This design comes from an exercise in tuning for small area on the open sky130 flow, not from production work. At most, simulation tests tie the RTL to the original design; equivalence was not proved. No activity file was given, so power comes from the tool's default toggle rates.

## rev 12
==> flow/design.v <==
`timescale 1ns/1ns
module beam_tx (
    input  logic                          clk,
    input  logic                          rst,
    input  logic                          psel,
    input  logic                          penable,
    input  logic                          pwrite,
    input  logic [3:0]                    paddr,
    input  logic [31:0]                   pwdata,
    output logic [31:0]                   prdata,
    output logic                          pready,
    output logic                          pslverr,
    output logic [16-1:0]  tx_array,
    output logic                          scan_done
);
    function automatic logic [10:0] radd10(input logic [9:0] a, input logic [9:0] b, input logic ci);
        logic c;
        c = ci;
        for (int i = 0; i < 10; i++) begin
            radd10[i] = a[i] ^ b[i] ^ c;
            c = (a[i] & b[i]) | (c & (a[i] ^ b[i]));
        end
        radd10[10] = c;
    endfunction
    function automatic logic [12:0] rinc13(input logic [12:0] a);
        logic c;
        c = 1'b1;
        for (int i = 0; i < 13; i++) begin
            rinc13[i] = a[i] ^ c;
            c = c & a[i];
        end
    endfunction
    logic        access, wr_en;
    logic [7:0]  r_0;
    logic [7:0]  step;
    logic [12:0] num_points;
    logic        done_flag;
    logic        busy;
    assign access = psel && penable;
    assign wr_en  = access && pwrite;
    always_ff @(posedge clk) begin
        if (rst) begin
            r_0        <= '0;
            step       <= '0;
            num_points <= '0;
        end else if (wr_en) begin
            if (paddr == 4'h0) begin
                r_0  <= pwdata[7:0];
                step <= pwdata[15:8];
            end
            if (paddr == 4'h4) begin
                num_points <= pwdata[12:0];
            end
        end
    end
    assign pready  = 1'b1;
    assign pslverr = access && (paddr[1:0] != 2'b00);
    always_comb begin
        prdata = '0;
        if (access && !pwrite) begin
            case (paddr)
                4'h0:    prdata = {16'b0, step, r_0};
                4'h4: prdata = {19'b0, num_points};
                4'hC: prdata = {30'b0, done_flag, busy};
                default:          prdata = '0;
            endcase
        end
    end
    localparam logic [1:0] ST_IDLE = 2'd0;
    localparam logic [1:0] ST_WAIT = 2'd1;    
    localparam logic [1:0] ST_ARM  = 2'd2;    
    localparam logic [1:0] ST_ACT  = 2'd3;    
    logic [1:0]  state;
    logic [12:0] pts_n;       
    logic [4:0]  p;           
    logic [4:0]  lo;          
    logic [6:0]  acc;         
    logic [6:0]  wn;          
    logic [6:0]  w;
    logic        dir;         
    logic [3:0]  j;           
    logic [9:0]  v;           
    logic        idle;
    logic        wait_st;
    logic        pre;         
    logic        reload;
    logic        capture;
    assign idle      = (state == ST_IDLE);
    assign wait_st   = (state == ST_WAIT);
    assign pre       = wait_st && (p == 5'd4);
    assign capture   = wait_st && (p == 5'd5);
    assign reload    = wait_st && (p[3:0] == 4'hf);
    assign busy      = !idle && !pre;
    assign scan_done = idle && p[4];
    always_ff @(posedge clk) begin
        if (rst || pre) begin
            done_flag <= 1'b0;
        end else if (scan_done) begin
            done_flag <= 1'b1;
        end
    end
    logic [4:0]  q;
    logic [2:0]  r;
    logic        big;
    assign w   = ~wn;
    assign big = (w[6:5] != 2'd0) || (w[4] && (w[3:0] != 4'd0 || dir));
    always_comb begin
        q = 5'd0;
        r = 3'd0;
        if ({dir, w} == 8'd0) begin q = 5'd16; r = 3'd0; end
        if ({dir, w} == 8'd1) begin q = 5'd16; r = 3'd0; end
        if ({dir, w} == 8'd128) begin q = 5'd16; r = 3'd0; end
        if ({dir, w} == 8'd2) begin q = 5'd8; r = 3'd0; end
        if ({dir, w} == 8'd129) begin q = 5'd8; r = 3'd0; end
        if ({dir, w} == 8'd3) begin q = 5'd5; r = 3'd1; end
        if ({dir, w} == 8'd130) begin q = 5'd5; r = 3'd1; end
        if ({dir, w} == 8'd4) begin q = 5'd4; r = 3'd0; end
        if ({dir, w} == 8'd131) begin q = 5'd4; r = 3'd0; end
        if ({dir, w} == 8'd5) begin q = 5'd3; r = 3'd1; end
        if ({dir, w} == 8'd132) begin q = 5'd3; r = 3'd1; end
        if ({dir, w} == 8'd6) begin q = 5'd2; r = 3'd4; end
        if ({dir, w} == 8'd133) begin q = 5'd2; r = 3'd4; end
        if ({dir, w} == 8'd7) begin q = 5'd2; r = 3'd2; end
        if ({dir, w} == 8'd134) begin q = 5'd2; r = 3'd2; end
        if ({dir, w} == 8'd8) begin q = 5'd2; r = 3'd0; end
        if ({dir, w} == 8'd135) begin q = 5'd2; r = 3'd0; end
        if ({dir, w} == 8'd9) begin q = 5'd1; r = 3'd7; end
        if ({dir, w} == 8'd136) begin q = 5'd1; r = 3'd7; end
        if ({dir, w} == 8'd10) begin q = 5'd1; r = 3'd6; end
        if ({dir, w} == 8'd137) begin q = 5'd1; r = 3'd6; end
        if ({dir, w} == 8'd11) begin q = 5'd1; r = 3'd5; end
        if ({dir, w} == 8'd138) begin q = 5'd1; r = 3'd5; end
        if ({dir, w} == 8'd12) begin q = 5'd1; r = 3'd4; end
        if ({dir, w} == 8'd139) begin q = 5'd1; r = 3'd4; end
        if ({dir, w} == 8'd13) begin q = 5'd1; r = 3'd3; end
        if ({dir, w} == 8'd140) begin q = 5'd1; r = 3'd3; end
        if ({dir, w} == 8'd14) begin q = 5'd1; r = 3'd2; end
        if ({dir, w} == 8'd141) begin q = 5'd1; r = 3'd2; end
        if ({dir, w} == 8'd15) begin q = 5'd1; r = 3'd1; end
        if ({dir, w} == 8'd142) begin q = 5'd1; r = 3'd1; end
        if ({dir, w} == 8'd16) begin q = 5'd1; r = 3'd0; end
        if ({dir, w} == 8'd143) begin q = 5'd1; r = 3'd0; end
    end
    logic        lt;
    logic [10:0] t;
    logic [10:0] s;
    logic [6:0]  acc_next;
    logic [10:0] p_sum;
    assign t        = radd10({3'd0, acc}, {5'h1f, ~big, 1'b1, ~r}, 1'b1);
    assign lt       = !t[10];
    assign s        = radd10({3'd0, t[6:0]}, lt ? {3'd0, w} : 10'd0, lt && dir);
    assign acc_next = s[6:0];
    assign p_sum    = radd10({5'd0, p}, {5'd0, q[4:1] & {4{!wait_st}}, q[0] | wait_st}, lt && !wait_st);
    function automatic logic [15:0] therm(input logic [4:0] x);
        for (int k = 0; k < 16; k++) begin
            logic g;
            g = 1'b0;
            for (int b = 0; b < 4; b++) begin
                if (((k >> b) & 1) == 0) g = x[b] | g;
                else                     g = x[b] & g;
            end
            therm[k] = x[4] | g;
        end
    endfunction
    logic [15:0] fire;
    assign fire = therm(p) & ~therm(lo);
    always_comb begin
        for (int i = 0; i < 16; i++) begin
            tx_array[i] = dir ? fire[15-i] : fire[i];
        end
    end
    logic [10:0] v_dec;
    assign v_dec = radd10(v, {3'b111, wn}, !dir);    
    always_ff @(posedge clk) begin
        if (capture) begin
            dir <= step[7];
            wn  <= step[6:0] ^ {7{!step[7]}};
            j   <= (r_0[7:2] == 6'd0) ? {step[7], ~step[7], ~step[7], ~step[7]} : 4'd0;
            case (r_0[1:0])
                2'd0: v <= 10'd0;
                2'd1: v <= 10'd259;
                2'd2: v <= 10'd519;
                default: v <= 10'd779;
            endcase
        end else if (j != 4'd0 && v_dec[10]) begin
            v <= v_dec[9:0];
            j <= {j[3] & (j[2:0] != 3'd0), j[2] ^ (j[1:0] == 2'd0), j[1] ^ ~j[0], ~j[0]};
        end
    end
    always_ff @(posedge clk) begin
        if (rst || idle) begin
            p <= 5'd4;
        end else if (wait_st) begin
            p <= reload ? {1'b0, j} : p_sum[4:0];
        end else if (state == ST_ACT && p[4]) begin
            p <= 5'd27;
        end else begin
            p <= (p_sum[4] | p_sum[5]) ? 5'd16 : p_sum[4:0];
        end
    end
    always_ff @(posedge clk) begin
        acc <= wait_st ? ((j == 4'd0) ? 7'd0 : v[6:0]) : acc_next;
    end
    always_ff @(posedge clk) begin
        lo[4]   <= rst || !state[1] || p[4];
        lo[3:0] <= p[3:0] & {4{state[0]}};    
    end
    always_ff @(posedge clk) begin
        if (pre) begin
            pts_n <= ~num_points;
        end else if (state == ST_ACT && p[4]) begin
            pts_n <= rinc13(pts_n);
        end
    end
    always_ff @(posedge clk) begin
        if (rst) begin
            state <= ST_IDLE;
        end else begin
            case (state)
                ST_IDLE: begin
                    if (wr_en && (paddr == 4'h8) && pwdata[0]) begin
                        state <= ST_WAIT;
                    end
                end
                ST_WAIT: begin
                    if (reload) begin
                        state <= ST_ARM;
                    end
                end
                ST_ARM: begin
                    state <= ST_ACT;
                end
                default: begin
                    if (p[4]) begin
                        state <= (pts_n[12:1] == 12'hfff) ? ST_IDLE : ST_WAIT;
                    end
                end
            endcase
        end
    end
endmodule
clock: 8.0 ns
lec_check: 0
cap_margin: 20
core_margin: 2
core_utilization: 40
slew_margin: 20
standard.sh (not shown) runs the stock make flow with config.mk's settings and CLKGATE_MAP_FILE= SYNTH_SCRIPT=/design/flow/synth_recipe.tcl, a recipe that flattens the netlist after the stock synthesis.
==> flow/flow/run.sh <==
#!/bin/bash
# Own layout flow: the standard flow (standard.sh) with changes that only
# affect buffer and tie cell choice:
#  - port buffers use the smallest buffer cell (buf_1) instead of the
#    default pick (clkdlybuf4s50_1);
#  - clock tree synthesis uses clkbuf_4 buffers and no dummy loads;
#  - SKIP_REPAIR_TIE_FANOUT=1 (1: one tie cell drives all constant outputs).
# make's full output goes to flow_make.log here; ORFS keeps each step's log
# under orfs/logs.
set -euo pipefail
bash standard.sh \
    "BUFFER_PORTS_ARGS=-buffer_cell sky130_fd_sc_hd__buf_1" \
    "CTS_ARGS=-sink_clustering_enable -repair_clock_nets -buf_list \"sky130_fd_sc_hd__clkbuf_4 sky130_fd_sc_hd__clkbuf_8\" -dont_use_dummy_load" \
    "SKIP_REPAIR_TIE_FANOUT=1" \
    finish > flow_make.log 2>&1
Rev 12 did not finish; the tool stopped in clock tree synthesis with error STA-0564.
Modified inputs, rev 13 compared to rev 12
Settings: SLEW_MARGIN changed from 20 to 0; CAP_MARGIN changed from 20 to 0.
-- flow/flow/run.sh --
<<< rev 12, line 6
#  - clock tree synthesis uses clkbuf_4 buffers and no dummy loads;
>>> rev 13, line 6
#  - clock tree synthesis uses clkbuf_8 buffers and no dummy loads;
<<< rev 12, line 13
    "CTS_ARGS=-sink_clustering_enable -repair_clock_nets -buf_list \"sky130_fd_sc_hd__clkbuf_4 sky130_fd_sc_hd__clkbuf_8\" -dont_use_dummy_load" \
>>> rev 13, line 13
    "CTS_ARGS=-sink_clustering_enable -repair_clock_nets -buf_list sky130_fd_sc_hd__clkbuf_8 -dont_use_dummy_load" \
==> comparison <==
Of rev 13 and rev 12, only rev 12 never reached the final stage. Rev 12: it failed during clock tree synthesis, and the tool reported STA-0564. Between rev 13 and rev 12, the difference in half-perimeter wire length after detailed placement is negligible. Lower worst setup timing slack at the placement stage among rev 13 and rev 12: rev 13. Between rev 13 and rev 12, the difference in total placed instance area is negligible.

---

== v6 ==
// beam_tx: RTL as listed in full above, without the edits since
clock: 8.0 ns
lec_check: 0
cap_margin: 20
core_margin: 2
core_utilization: 40
slew_margin: 20
==> flow/flow/run.sh <==
#!/bin/bash
# Own layout flow: the standard flow (standard.sh) with changes that only
# affect buffer and tie cell choice:
#  - port buffers use the smallest buffer cell (buf_1) instead of the
#    default pick (clkdlybuf4s50_1);
#  - clock tree synthesis uses clkbuf_8 buffers and no dummy loads;
#  - SKIP_REPAIR_TIE_FANOUT=1 (1: one tie cell drives all constant outputs).
# make's full output goes to flow_make.log here; ORFS keeps each step's log
# under orfs/logs.
set -euo pipefail
bash standard.sh \
    "BUFFER_PORTS_ARGS=-buffer_cell sky130_fd_sc_hd__buf_1" \
    "CTS_ARGS=-sink_clustering_enable -repair_clock_nets -buf_list sky130_fd_sc_hd__clkbuf_8 -dont_use_dummy_load" \
    "SKIP_REPAIR_TIE_FANOUT=1" \
    finish > flow_make.log 2>&1
For v7, these inputs were changed with respect to v6:
diff --git a/flow/flow/run.sh b/flow/flow/run.sh
--- a/flow/flow/run.sh
+++ b/flow/flow/run.sh
@@ -5,3 +5,3 @@
 #    default pick (clkdlybuf4s50_1);
-#  - clock tree synthesis uses clkbuf_8 buffers and no dummy loads;
+#  - clock tree synthesis uses clkbuf_4 buffers and no dummy loads;
 #  - SKIP_REPAIR_TIE_FANOUT=1 (1: one tie cell drives all constant outputs).
@@ -12,3 +12,3 @@
     "BUFFER_PORTS_ARGS=-buffer_cell sky130_fd_sc_hd__buf_1" \
-    "CTS_ARGS=-sink_clustering_enable -repair_clock_nets -buf_list sky130_fd_sc_hd__clkbuf_8 -dont_use_dummy_load" \
+    "CTS_ARGS=-sink_clustering_enable -repair_clock_nets -buf_list {sky130_fd_sc_hd__clkbuf_4 sky130_fd_sc_hd__clkbuf_8} -dont_use_dummy_load" \
     "SKIP_REPAIR_TIE_FANOUT=1" \
--- outcome ---
v7 finished end to end and its layout was clean on timing, DRC and antenna. Diff v6..v7 | final period demand of the worst path | unchanged. Between v7 and v6, the maximum cell stage delay along the critical path does not differ in any meaningful way. Arrival time of the worst setup path: v6 vs v7, no meaningful difference. Diff v7..v6 | number of cells upsized or downsized after cts | unchanged. Re count of clock-buffer cells in the layout: no difference whatsoever between v6 and v7.

---

the reference run:
Starts from the design.v that is shown in full above.
==> flow/config.mk <==
export PLATFORM = sky130hd
export DESIGN_NAME = beam_tx
export DESIGN_NICKNAME = beam_tx
export VERILOG_FILES = /design/flow/design.v
export SDC_FILE = /design/flow/constraint.sdc
export NUM_CORES = 4
export LEC_CHECK = 0
export CAP_MARGIN = 0
export CORE_MARGIN = 2
export CORE_UTILIZATION = 40
export GPL_TIMING_DRIVEN = 0
export SLEW_MARGIN = 0
==> flow/constraint.sdc <==
create_clock -name core_clock -period 8.0 [get_ports {clk}]
set_input_delay 1.6000 -clock core_clock [delete_from_list [all_inputs] [get_ports {clk}]]
set_output_delay 1.6000 -clock core_clock [all_outputs]
set_load 0.01 [all_outputs]
==> flow/flow/run.sh <==
#!/bin/bash
# Own layout flow: the standard flow (standard.sh) with changes that only
# affect buffer and tie cell choice:
#  - port buffers use the smallest buffer cell (buf_1) instead of the
#    default pick (clkdlybuf4s50_1);
#  - clock tree synthesis uses clkbuf_8 buffers and no dummy loads;
#  - SKIP_REPAIR_TIE_FANOUT=1 (1: one tie cell drives all constant outputs).
# make's full output goes to flow_make.log here; ORFS keeps each step's log
# under orfs/logs.
set -euo pipefail
bash standard.sh \
    "BUFFER_PORTS_ARGS=-buffer_cell sky130_fd_sc_hd__buf_1" \
    "CTS_ARGS=-sink_clustering_enable -repair_clock_nets -buf_list sky130_fd_sc_hd__clkbuf_8 -dont_use_dummy_load" \
    "SKIP_REPAIR_TIE_FANOUT=1" \
    finish > flow_make.log 2>&1
The reference run: done, clean on timing, DRC and antenna
For the trial run, these inputs were changed with respect to the reference run:
Settings: changing SLEW_MARGIN from 0 to 20; changing CAP_MARGIN from 0 to 20; removing GPL_TIMING_DRIVEN (formerly 0).
--- a/flow/flow/run.sh
+++ b/flow/flow/run.sh
@@ -11,5 +11,5 @@
 bash standard.sh \
     "BUFFER_PORTS_ARGS=-buffer_cell sky130_fd_sc_hd__buf_1" \
-    "CTS_ARGS=-sink_clustering_enable -repair_clock_nets -buf_list sky130_fd_sc_hd__clkbuf_8 -dont_use_dummy_load" \
+    "CTS_ARGS=-repair_clock_nets -buf_list sky130_fd_sc_hd__clkbuf_8 -dont_use_dummy_load" \
     "SKIP_REPAIR_TIE_FANOUT=1" \
     finish > flow_make.log 2>&1
--- outcome ---
Going from the reference run to the trial run, the worst-case reg-to-reg path depth was found to have gone down by 4.3%. The area growth from synthesis to layout reported for the trial run is smaller than that of the reference run by 4.7 points. Sort the reference run and the trial run by global-route wire length before repair desc -> top: the reference run. The reference run and the trial run ended up with nearly the same area fraction in compound gates after synthesis. Wire length down about 5% in the trial run wrt the reference run. Area: the trial run vs the reference run -> the trial run smaller. The trial run: sum of met2 wire segment lengths after detailed routing is about 4% lower than what the reference run reported. Going from the reference run to the trial run, the final cell utilization of the core was found to have gone down by 2.0 points. On clock power, the reference run and the trial run are basically level. The reference run has lower total power per unit cell area than the trial run.

---

== lane 2 ==
Another version of the RTL of beam_tx (not shown whole).
Size in the first run: ~620 cells after synthesis, ~84 flip-flops, about 92 I/O pins, roughly 5600 sq um of cells after synthesis.
make LEC_CHECK=0 CAP_MARGIN=20 CORE_MARGIN=2 CORE_UTILIZATION=40 CTS_BUF_LIST=sky130_fd_sc_hd__clkbuf_8 CTS_CLUSTER_DIAMETER=100 CTS_CLUSTER_SIZE=30 SLEW_MARGIN=20 finish   # period 8.0 ns
run.sh (not shown) runs the stock make flow with config.mk's settings and CLKGATE_MAP_FILE= SYNTH_SCRIPT=/design/flow/synth_recipe.tcl, a recipe that flattens the netlist after the stock synthesis.
Stock flow here: none of the scripts above is used.
What lane 1 does differently from lane 2 at the input level:
# lane 2
export LEC_CHECK = 0
export CAP_MARGIN = 20
export CORE_MARGIN = 2
export CORE_UTILIZATION = 40
export CTS_BUF_LIST = sky130_fd_sc_hd__clkbuf_8
export CTS_CLUSTER_DIAMETER = 100
export CTS_CLUSTER_SIZE = 30
export SLEW_MARGIN = 20
create_clock -name core_clock -period 8.0 [get_ports {clk}]
# lane 1
export LEC_CHECK = 0
export CAP_MARGIN = 20
export CORE_MARGIN = 2
export CORE_UTILIZATION = 40
export SLEW_MARGIN = 20
create_clock -name core_clock -period 8.0 [get_ports {clk}]
Findings:
- On power: between lane 1 and lane 2, it ends up higher for lane 1.
- What lane 2 reported for total clock network power has to be multiplied by 1.4 to get the figure for lane 1.
- Re mean number of vias per cell: lane 1 and lane 2 aren't equal, and the higher value belongs to lane 1.
- Changes observed in lane 1 relative to lane 2: fmax saw little to no change; total number of vias +about 0.8%.
- Lane 2 → lane 1: part of the power in the clock network rose 7.1 points, met3 wire length went down, wire length up 0.97%, cell area after layout higher.
No functional check of the RTL was part of any run of this note.

==> separate check: timing with driven ports <==
The flow's constraints put no driver on any port. The routed layouts listed below were extracted and timed again, unchanged, in two steps.
Step 1 sets driving cells, clkbuf_16 on the clock port and buf_2 on the other inputs (assumed; they add their load-dependent delay and slew).
Step 2 adds t to the input delays and takes it off the output delays; t is the mean of the earliest and latest rising clock arrival at the registers after step 1. Input paths then give back, and output paths get back, about the clock's delay inside the block.
Slacks: no drivers / after step 1 / after step 2; pairs: no drivers / after step 1.
| run | shift t [ns] | setup slack, ns | worst register clock-pin slew, ns |
|---|---|---|---|
| rev 13 | 0.370 | 1.840 / 1.840 / 1.840 | 0.09 / 0.09 |
| v6 | 0.375 | 1.916 / 1.916 / 1.916 | 0.09 / 0.09 |
| v7 | 0.375 | 1.916 / 1.916 / 1.916 | 0.09 / 0.09 |
| the reference run | 0.377 | 1.964 / 1.964 / 1.964 | 0.09 / 0.09 |
| the trial run | 0.375 | 1.916 / 1.916 / 1.916 | 0.09 / 0.09 |
| lane 2 | 0.379 | 2.194 / 2.174 / 2.174 | 0.09 / 0.09 |
| lane 1 | 0.371 | 2.185 / 2.165 / 2.165 | 0.06 / 0.06 |
After both steps every run listed still meets setup and hold.
